Background: an optimization exercise with open tools, aiming at small area, a short achievable clock period and few clock cycles per item. Do not read the settings as production practice.
At most, simulation tests tie the RTL to the original design; equivalence was not proved.
Power and IR drop assume default switching activity.

== rev 12 ==
==> module tlt_margin_tree, before the edit <==
module tlt_margin_tree
(
    input  logic [14:0]       pu,
    input  logic              ps,
    input  logic [14:0]       qu,
    input  logic              qs,
    input  logic [9:0]        m,
    output logic [MT_NG-1:0]  grp_g,
    output logic [MT_NG-1:0]  grp_p,
    output logic              top_x
);
    localparam int W = MT_W;
    logic [W-1:0] r [13];
    logic [W-1:0] a0, a1, a2, a3, a4, a5, a6, a7;
    logic [W-1:0] b0, b1, b2, b3, b4, b5;
    logic [W-1:0] e0, e1, e2, e3;
    logic [W-1:0] g0, g1, h0, h1;
    logic [W-2:0] bg;
    logic [W-2:0] bp;
    always_comb
    begin
        for (int i = 0; i < 10; i++)
            r[i] = W'({15{m[i]}} & pu) << i;
        r[10] = ps ? W'(m) : '0;
        r[11] = {{(W-23){1'b1}}, ~qu, 8'd0};
        r[12] = W'({!qs, 8'd0});
    end
    tlt_csa #(W) c0 (r[0], r[1], r[2], a0, a1);
    tlt_csa #(W) c1 (r[3], r[4], r[5], a2, a3);
    tlt_csa #(W) c2 (r[6], r[7], r[8], a4, a5);
    tlt_csa #(W) c3 (r[9], r[10], r[11], a6, a7);
    tlt_csa #(W) c4 (a0, a1, a2, b0, b1);
    tlt_csa #(W) c5 (a3, a4, a5, b2, b3);
    tlt_csa #(W) c6 (a6, a7, r[12], b4, b5);
    tlt_csa #(W) c7 (b0, b1, b2, e0, e1);
    tlt_csa #(W) c8 (b3, b4, b5, e2, e3);
    tlt_csa #(W) c9 (e0, e1, e2, g0, g1);
    tlt_csa #(W) c10 (g0, g1, e3, h0, h1);
    assign bg = h0[W-2:0] & h1[W-2:0];
    assign bp = h0[W-2:0] | h1[W-2:0];
    for (genvar j = 0; j < MT_NG; j++)
    begin : g_grp
        assign grp_g[j] = bg[2*j+1] | (bp[2*j+1] & bg[2*j]);
        assign grp_p[j] = bp[2*j+1] & bp[2*j];
    end
    assign top_x = h0[W-1] ^ h1[W-1];
endmodule
==> module tlt_classify_prep, before the edit <==
module tlt_classify_prep
(
    input  logic signed [SAMPLE_WIDTH-1:0] accel_x,
    input  logic signed [SAMPLE_WIDTH-1:0] accel_y,
    input  logic                           big_m,      
    output logic [SAMPLE_WIDTH-2:0]        pu,
    output logic                           ps,
    output logic [SAMPLE_WIDTH-2:0]        qu,
    output logic                           qs,
    output logic                           sx,
    output logic                           sy,
    output logic                           y_big,      
    output logic                           both_zero
);
    logic [SAMPLE_WIDTH-2:0] ux;
    logic [SAMPLE_WIDTH-2:0] uy;
    logic [SAMPLE_WIDTH-2:0] fu;
    logic                    fs;
    logic [SAMPLE_WIDTH-2:0] su;
    logic                    ss;
    assign sx = accel_x[SAMPLE_WIDTH-1];
    assign sy = accel_y[SAMPLE_WIDTH-1];
    assign ux = accel_x[SAMPLE_WIDTH-2:0] ^ {(SAMPLE_WIDTH-1){sx}};
    assign uy = accel_y[SAMPLE_WIDTH-2:0] ^ {(SAMPLE_WIDTH-1){sy}};
    logic c_ge;
    logic c_add;
    tlt_carry #(SAMPLE_WIDTH-1) u_ge  (.a(accel_y[SAMPLE_WIDTH-2:0]), .b(~accel_x[SAMPLE_WIDTH-2:0]),
                                       .ci(1'b1), .co(c_ge));
    tlt_carry #(SAMPLE_WIDTH-1) u_add (.a(accel_y[SAMPLE_WIDTH-2:0]), .b(accel_x[SAMPLE_WIDTH-2:0]),
                                       .ci(1'b0), .co(c_add));
    assign y_big = (sx ^ sy) ? (c_add ^ sy) : (c_ge ^ sx);
    assign both_zero = (accel_x == '0) && (accel_y == '0);
    assign fu = big_m ? ux : uy;
    assign fs = big_m ? sx : sy;
    assign su = big_m ? uy : ux;
    assign ss = big_m ? sy : sx;
    assign pu = y_big ? fu : su;
    assign ps = y_big ? fs : ss;
    assign qu = y_big ? su : fu;
    assign qs = y_big ? ss : fs;
endmodule
clock: 10.5 ns
lec_check: 0
cap_margin: 20
core_margin: 2
core_utilization: 40
slew_margin: 20
standard.sh (not shown) runs the stock make flow with config.mk's settings and CLKGATE_MAP_FILE= SYNTH_SCRIPT=/design/flow/synth_recipe.tcl, a recipe that flattens the netlist after the stock synthesis.
==> flow/flow/run.sh <==
#!/bin/bash
# Standard layout, with plain buf_1 port buffers and timing repair aimed 7 ns
# below the clock period.
set -euo pipefail
bash standard.sh SETUP_SLACK_MARGIN=7 'BUFFER_PORTS_ARGS=-buffer_cell sky130_fd_sc_hd__buf_1' finish > standard_flow.log 2>&1
For rev 13, these inputs were changed with respect to rev 12:
diff --git a/flow/design.v b/flow/design.v
--- a/flow/design.v
+++ b/flow/design.v
@@ -5,9 +5,9 @@
     localparam int IN_TDATA_W   = ((TIME_W + 2 * SAMPLE_WIDTH + 7) / 8) * 8;
     localparam int IN_PAD_W     = IN_TDATA_W - TIME_W - 2 * SAMPLE_WIDTH;
     localparam int OUT_TDATA_W  = 8;
     localparam int MT_W         = 27;
-    localparam int MT_NG        = (MT_W - 1) / 2;
+    localparam int MT_NG        = 1 + (MT_W - 1 - 8) / 2;
     localparam logic [1:0] REG_TILT_THRESHOLD = 2'd0;
     localparam logic [1:0] REG_AXIS_MARGIN    = 2'd1;
     localparam logic [1:0] REG_POLL_INTERVAL  = 2'd2;
     localparam logic [1:0] REG_STABLE_TIME    = 2'd3;
@@ -121,12 +121,14 @@
     tlt_csa #(W) c9 (e0, e1, e2, g0, g1);
     tlt_csa #(W) c10 (g0, g1, e3, h0, h1);
     assign bg = h0[W-2:0] & h1[W-2:0];
     assign bp = h0[W-2:0] | h1[W-2:0];
-    for (genvar j = 0; j < MT_NG; j++)
+    tlt_carry #(8) u_low (.a(h0[7:0]), .b(h1[7:0]), .ci(1'b0), .co(grp_g[0]));
+    assign grp_p[0] = 1'b0;
+    for (genvar j = 1; j < MT_NG; j++)
     begin : g_grp
-        assign grp_g[j] = bg[2*j+1] | (bp[2*j+1] & bg[2*j]);
-        assign grp_p[j] = bp[2*j+1] & bp[2*j];
+        assign grp_g[j] = bg[2*j+7] | (bp[2*j+7] & bg[2*j+6]);
+        assign grp_p[j] = bp[2*j+7] & bp[2*j+6];
     end
     assign top_x = h0[W-1] ^ h1[W-1];
 endmodule
 module tlt_margin_sign
@@ -163,15 +165,9 @@
     assign sx = accel_x[SAMPLE_WIDTH-1];
     assign sy = accel_y[SAMPLE_WIDTH-1];
     assign ux = accel_x[SAMPLE_WIDTH-2:0] ^ {(SAMPLE_WIDTH-1){sx}};
     assign uy = accel_y[SAMPLE_WIDTH-2:0] ^ {(SAMPLE_WIDTH-1){sy}};
-    logic c_ge;
-    logic c_add;
-    tlt_carry #(SAMPLE_WIDTH-1) u_ge  (.a(accel_y[SAMPLE_WIDTH-2:0]), .b(~accel_x[SAMPLE_WIDTH-2:0]),
-                                       .ci(1'b1), .co(c_ge));
-    tlt_carry #(SAMPLE_WIDTH-1) u_add (.a(accel_y[SAMPLE_WIDTH-2:0]), .b(accel_x[SAMPLE_WIDTH-2:0]),
-                                       .ci(1'b0), .co(c_add));
-    assign y_big = (sx ^ sy) ? (c_add ^ sy) : (c_ge ^ sx);
+    tlt_carry #(SAMPLE_WIDTH-1) u_cmp (.a(uy), .b(~ux), .ci(sy | !sx), .co(y_big));
     assign both_zero = (accel_x == '0) && (accel_y == '0);
     assign fu = big_m ? ux : uy;
     assign fs = big_m ? sx : sy;
     assign su = big_m ? uy : ux;
--- outcome ---
When rev 13 is set beside rev 12, its register fraction of the total cell area turns out to be 0.39 points larger.
Cmp rev 13 vs rev 12: final hold slack higher in rev 13
Between rev 13 and rev 12, the multi-input logic portion of the cell area is higher for rev 12.
Re ratio of total power to cell area: rev 12 was higher than rev 13.
Higher maximum vdd drop was reported by rev 12, not rev 13.
Looking at final critical-path setup slack across rev 13 and rev 12, the one that comes out lower is rev 12.
Looking at area growth from synthesis to layout across rev 13 and rev 12, the one that comes out higher is rev 12.
Rev 13 — total global routing track utilization 0.81 points higher, rev 12 as reference
Number of clock-tree buffers in the layout in rev 13 vs rev 12: up 5
Diff rev 12 -> rev 13 | sequential cell count | down slightly
For rev 13, the source of the critical timing path was s_tdata[63], unlike rev 12, where it was s_tdata[32].
Testbench counts of rev 13, summed over its fixed seeds: cycles 16,024, items 16,000.
For rev 12, only the layout was checked, not whether the RTL still works.

## port drivers added, routing unchanged
How much do the figures lean on ideal ports? The routed layouts below were timed once more, with nothing changed but the port constraints.
Step 1 (the two cells are an assumption about what drives the block):
set clk [get_ports {clk}]
set_driving_cell -lib_cell sky130_fd_sc_hd__clkbuf_16 $clk
set_driving_cell -lib_cell sky130_fd_sc_hd__buf_2 [delete_from_list [all_inputs] $clk]
Step 2 also shifts input and output timing later by t, the mid clock arrival at the registers, as if the neighbouring blocks saw the same clock.
Slacks: ideal ports / drivers / drivers and shift; pairs: ideal ports / drivers.
run | t, ns | setup slack, ns | hold slack, ns
rev 12 | 0.645 | 6.351 / 6.357 / 5.712 | 0.317 / 0.317 / 0.317
rev 13 | 0.628 | 6.426 / 6.424 / 5.796 | 0.327 / 0.327 / 0.327
After both steps setup and hold are still met in every run listed. The setup slack of rev 12, which loses most, moves by +0.006 ns with the drivers and by -0.639 ns with both steps.
